From an optimization exercise on the open Yosys and OpenROAD flow, aimed at small area and a short achievable clock period; shortcuts taken in it are not production practice. The RTL was checked by simulation tests, not by an equivalence proof against the original design. No activity file was given, so power comes from the tool's default toggle rates.

==> inputs of amber <==
==> flow/design.v <==
module normal_reorder_buffer #(
  parameter int WIDTH    = 16,
  parameter int Q_BITS   = 8,
  parameter int TAG_BITS = 5
) (
  input  logic                  clk,
  input  logic                  reset,
  input  logic                  alloc_req,
  output logic                  alloc_gnt,
  output logic [TAG_BITS-1:0]   alloc_tag,
  input  logic                  wr_valid,
  input  logic [TAG_BITS-1:0]   wr_tag,
  input  logic [3*WIDTH-1:0]    wr_data,    
  output logic                  out_valid,
  input  logic                  out_ready,
  output logic [3*WIDTH-1:0]    out_data,   
  output logic [TAG_BITS-1:0]   out_tag,
  output logic [TAG_BITS:0]     count,
  output logic                  full,
  output logic                  err
);
  localparam int DEPTH = 1 << TAG_BITS;
  localparam int CW    = TAG_BITS + 1;
  logic [TAG_BITS-1:0] head_q, tail_q;
  logic [CW-1:0]       cnt_q;
  logic [DEPTH-1:0]    alloc_q, done_q;
  logic                err_q;
  logic [3*WIDTH-1:0]  mem [DEPTH];
  logic gnt, retire, wr_ok, wr_bad, full_w, valid_w;
  assign full_w    = (cnt_q == CW'(DEPTH));
  assign gnt       = alloc_req & ~full_w & ~reset;
  assign valid_w   = alloc_q[head_q] & done_q[head_q];
  assign retire    = valid_w & out_ready;
  assign wr_ok     = wr_valid & alloc_q[wr_tag] & ~done_q[wr_tag];
  assign wr_bad    = wr_valid & ~wr_ok;
  assign alloc_gnt = gnt;
  assign alloc_tag = tail_q;
  assign out_valid = valid_w;
  assign out_data  = valid_w ? mem[head_q] : '0;
  assign out_tag   = valid_w ? head_q : '0;
  assign count     = cnt_q;
  assign full      = full_w;
  assign err       = err_q;
  always_ff @(posedge clk or posedge reset) begin
    if (reset) begin
      head_q <= '0;
      tail_q <= '0;
      cnt_q  <= '0;
      err_q  <= 1'b0;
    end else begin
      if (gnt)    tail_q <= tail_q + 1'b1;
      if (retire) head_q <= head_q + 1'b1;
      cnt_q <= cnt_q + CW'(gnt) - CW'(retire);
      err_q <= wr_bad;
    end
  end
  always_ff @(posedge clk or posedge reset) begin
    if (reset) begin
      alloc_q <= '0;
      done_q  <= '0;
    end else begin
      for (int i = 0; i < DEPTH; i++) begin
        if (gnt && tail_q == TAG_BITS'(i)) begin
          alloc_q[i] <= 1'b1;
          done_q[i]  <= 1'b0;
        end else if (retire && head_q == TAG_BITS'(i)) begin
          alloc_q[i] <= 1'b0;
          done_q[i]  <= 1'b0;
        end else if (wr_ok && wr_tag == TAG_BITS'(i)) begin
          done_q[i]  <= 1'b1;
        end
      end
    end
  end
  always_ff @(posedge clk) begin
    if (wr_ok) mem[wr_tag] <= wr_data;
  end
endmodule
==> flow/run.sh <==
#!/bin/bash
# synth_recipe.tcl (not shown) runs the flow's synth.tcl, then flattens the netlist and writes it again
# the make line also repeats each setting of config.mk as NAME=value (left out here)
make -C /OpenROAD-flow-scripts/flow DESIGN_CONFIG=/design/flow/config.mk WORK_HOME=/design/flow/orfs CLKGATE_MAP_FILE= SYNTH_SCRIPT=/design/flow/synth_recipe.tcl finish
==> flow/config.mk <==
export PLATFORM = sky130hd
export DESIGN_NAME = normal_reorder_buffer
export DESIGN_NICKNAME = normal_reorder_buffer
export VERILOG_FILES = /design/flow/design.v
export SDC_FILE = /design/flow/constraint.sdc
export NUM_CORES = 4
export LEC_CHECK = 0
export CAP_MARGIN = 20
export CORE_MARGIN = 2
export CORE_UTILIZATION = 45
export SLEW_MARGIN = 20
==> flow/constraint.sdc <==
create_clock -name core_clock -period 4.5 [get_ports {clk}]
set_input_delay 0.9000 -clock core_clock [delete_from_list [all_inputs] [get_ports {clk}]]
set_output_delay 0.9000 -clock core_clock [all_outputs]
set_load 0.01 [all_outputs]
==> umber: changes against amber <==
==> flow/design.v (replaced) <==
module normal_reorder_buffer #(
  parameter int WIDTH    = 16,
  parameter int Q_BITS   = 8,
  parameter int TAG_BITS = 5
) (
  input  logic                  clk,
  input  logic                  reset,
  input  logic                  alloc_req,
  output logic                  alloc_gnt,
  output logic [TAG_BITS-1:0]   alloc_tag,
  input  logic                  wr_valid,
  input  logic [TAG_BITS-1:0]   wr_tag,
  input  logic [3*WIDTH-1:0]    wr_data,    
  output logic                  out_valid,
  input  logic                  out_ready,
  output logic [3*WIDTH-1:0]    out_data,   
  output logic [TAG_BITS-1:0]   out_tag,
  output logic [TAG_BITS:0]     count,
  output logic                  full,
  output logic                  err
);
  localparam int DEPTH = 1 << TAG_BITS;
  localparam int CW    = TAG_BITS + 1;
  localparam int DW    = 3 * WIDTH;
  logic [TAG_BITS-1:0] head_q, tail_q;
  logic [DEPTH-1:0]    hp1_q;           
  logic [CW-1:0]       cnt_q;
  logic [DEPTH-1:0]    done_q;
  logic                err_q;
  logic [DW-1:0]       mem [DEPTH];
  logic                ov_q;
  logic [DW-1:0]       od_q;
  logic [TAG_BITS-1:0] ot_q;
  logic [TAG_BITS-1:0] wr_off, head_p1;
  logic                wr_alloc, wr_ok, gnt, retire;
  logic [DEPTH-1:0]    head_oh, wr_dec, sel1;
  logic                nxt_done, pw0, pw1, valid_n;
  logic [DW-1:0]       rd1, data_n;
  assign wr_off   = wr_tag - head_q;
  assign wr_alloc = {1'b0, wr_off} < cnt_q;
  assign wr_ok    = wr_valid & wr_alloc & ~done_q[wr_tag];
  assign gnt      = alloc_req & ~cnt_q[CW-1] & ~reset;
  assign retire   = ov_q & out_ready;
  assign head_p1  = head_q + 1'b1;
  always_comb begin
    for (int i = 0; i < DEPTH; i++) begin
      head_oh[i] = hp1_q[(i + 1) % DEPTH];
      wr_dec[i]  = (wr_tag == TAG_BITS'(i));
    end
  end
  assign sel1     = hp1_q & done_q;
  assign nxt_done = |sel1;
  always_comb begin
    rd1 = '0;
    for (int i = 0; i < DEPTH; i++)
      rd1 = rd1 | ({DW{sel1[i]}} & mem[i]);
  end
  assign pw0 = wr_valid & (wr_tag == head_q) & (cnt_q != '0) & ~ov_q;
  assign pw1 = wr_valid & (wr_tag == head_p1) & (cnt_q > CW'(1)) & ~nxt_done;
  always_comb begin
    if (retire) begin
      valid_n = nxt_done | pw1;
      data_n  = rd1 | (pw1 ? wr_data : '0);
    end else begin
      valid_n = ov_q | pw0;
      data_n  = ov_q ? od_q : (pw0 ? wr_data : '0);
    end
  end
  assign alloc_gnt = gnt;
  assign alloc_tag = tail_q;
  assign out_valid = ov_q;
  assign out_data  = od_q;
  assign out_tag   = ot_q;
  assign count     = cnt_q;
  assign full      = cnt_q[CW-1];
  assign err       = err_q;
  always_ff @(posedge clk or posedge reset) begin
    if (reset) begin
      head_q <= '0;
      hp1_q  <= DEPTH'(2);
      tail_q <= '0;
      cnt_q  <= '0;
      err_q  <= 1'b0;
      ov_q   <= 1'b0;
      od_q   <= '0;
      ot_q   <= '0;
    end else begin
      if (gnt) tail_q <= tail_q + 1'b1;
      if (retire) begin
        head_q <= head_p1;
        hp1_q  <= {hp1_q[DEPTH-2:0], hp1_q[DEPTH-1]};
      end
      cnt_q <= cnt_q + CW'(gnt) - CW'(retire);
      err_q <= wr_valid & ~wr_ok;
      ov_q  <= valid_n;
      od_q  <= data_n;
      ot_q  <= valid_n ? (retire ? head_p1 : head_q) : '0;
    end
  end
  always_ff @(posedge clk or posedge reset) begin
    if (reset) begin
      done_q <= '0;
    end else begin
      for (int i = 0; i < DEPTH; i++) begin
        if (done_q[i]) begin
          if (retire && head_oh[i]) done_q[i] <= 1'b0;
        end else begin
          if (wr_ok && wr_dec[i]) done_q[i] <= 1'b1;
        end
      end
    end
  end
  always_ff @(posedge clk) begin
    for (int i = 0; i < DEPTH; i++)
      if (wr_valid && wr_dec[i] && !done_q[i]) mem[i] <= wr_data;
  end
endmodule
==> qor summary <==
| quantity | umber | amber |
|---|---|---|
| Multi-input gate area | 11100 sq um | 14500 sq um |
| Worst setup path endpoint | alloc_gnt | out_data[28] |
| Library cells used by synthesis | 57 | 73 |
| Peak clock frequency supported by timing | 305 MHz | 226 MHz |
| CP max FO | 7 | 19 |
| Post-synthesis mux area share | 0.366% | 17.8% |
| Worst Hold Slack | 469 ps | 536 ps |
| Result of the run | no timing/DRC/antenna violations | no timing/DRC/antenna violations |
| Worst R2R End | od_q[45]$_DFFE_PP0P_ | cnt_q[4]$_DFF_PP0_ |
| Seq pwr | 17.7 mW | 17.1 mW |
| Final std cells w/o fill | 5509 | 5172 |
| Fin crit share | 72.9% | 98.5% |
| Final GP Congestion | 0.826 | 0.955 |
| Largest net degree at the start of global routing | 54 | 94 |
| Post-synthesis area per instance | 18.1 sq um | 22.3 sq um |
| Unrepaired setup endpoints after global routing | false | true |
| Leakage power summed over all cells | 22.8 nW | 24.4 nW |
| Setup skew after layout | 33.4 ps | 29.5 ps |
| Delay contributed by the slowest stage of the critical path | 610 ps | 510 ps |
| Multi-input combinational cell count | 1470 | 955 |
| Cell count after synthesis | 3391 | 2848 |
| Starting Density | 45.2% | 45.4% |
| Post-cts sizing count | 0 | 114 |
| Slowest library cell on the worst path | clkdlybuf4s50_1 | dfrtp_4 |

-- separate check: timing with driven ports --
How much do the figures lean on ideal ports? The routed layouts below were timed once more, with nothing changed but the port constraints.
Step 1 (the two cells are an assumption about what drives the block):
set clk [get_ports {clk}]
set_driving_cell -lib_cell sky130_fd_sc_hd__clkbuf_16 $clk
set_driving_cell -lib_cell sky130_fd_sc_hd__buf_2 [delete_from_list [all_inputs] $clk]
Step 2, shift: input delay + t, output delay - t, t = (earliest + latest rising clock arrival at the registers) / 2. This alone moves slack from input paths to output paths.
Three values: no drivers, after step 1, after step 2; two values: the first two.
| run | t, ns | setup slack, ns | clock arrival spread, ns |
|---|---|---|---|
| amber | 0.869 | 0.068 / -0.014 / -0.060 | 0.036 / 0.035 |
| umber | 0.859 | 1.219 / 1.178 / 0.641 | 0.034 / 0.034 |
With both steps, setup timing fails in amber, where it was met with ideal ports. For umber, which loses most, drivers alone change the setup slack by -0.041 ns; drivers and shift together by -0.578 ns.
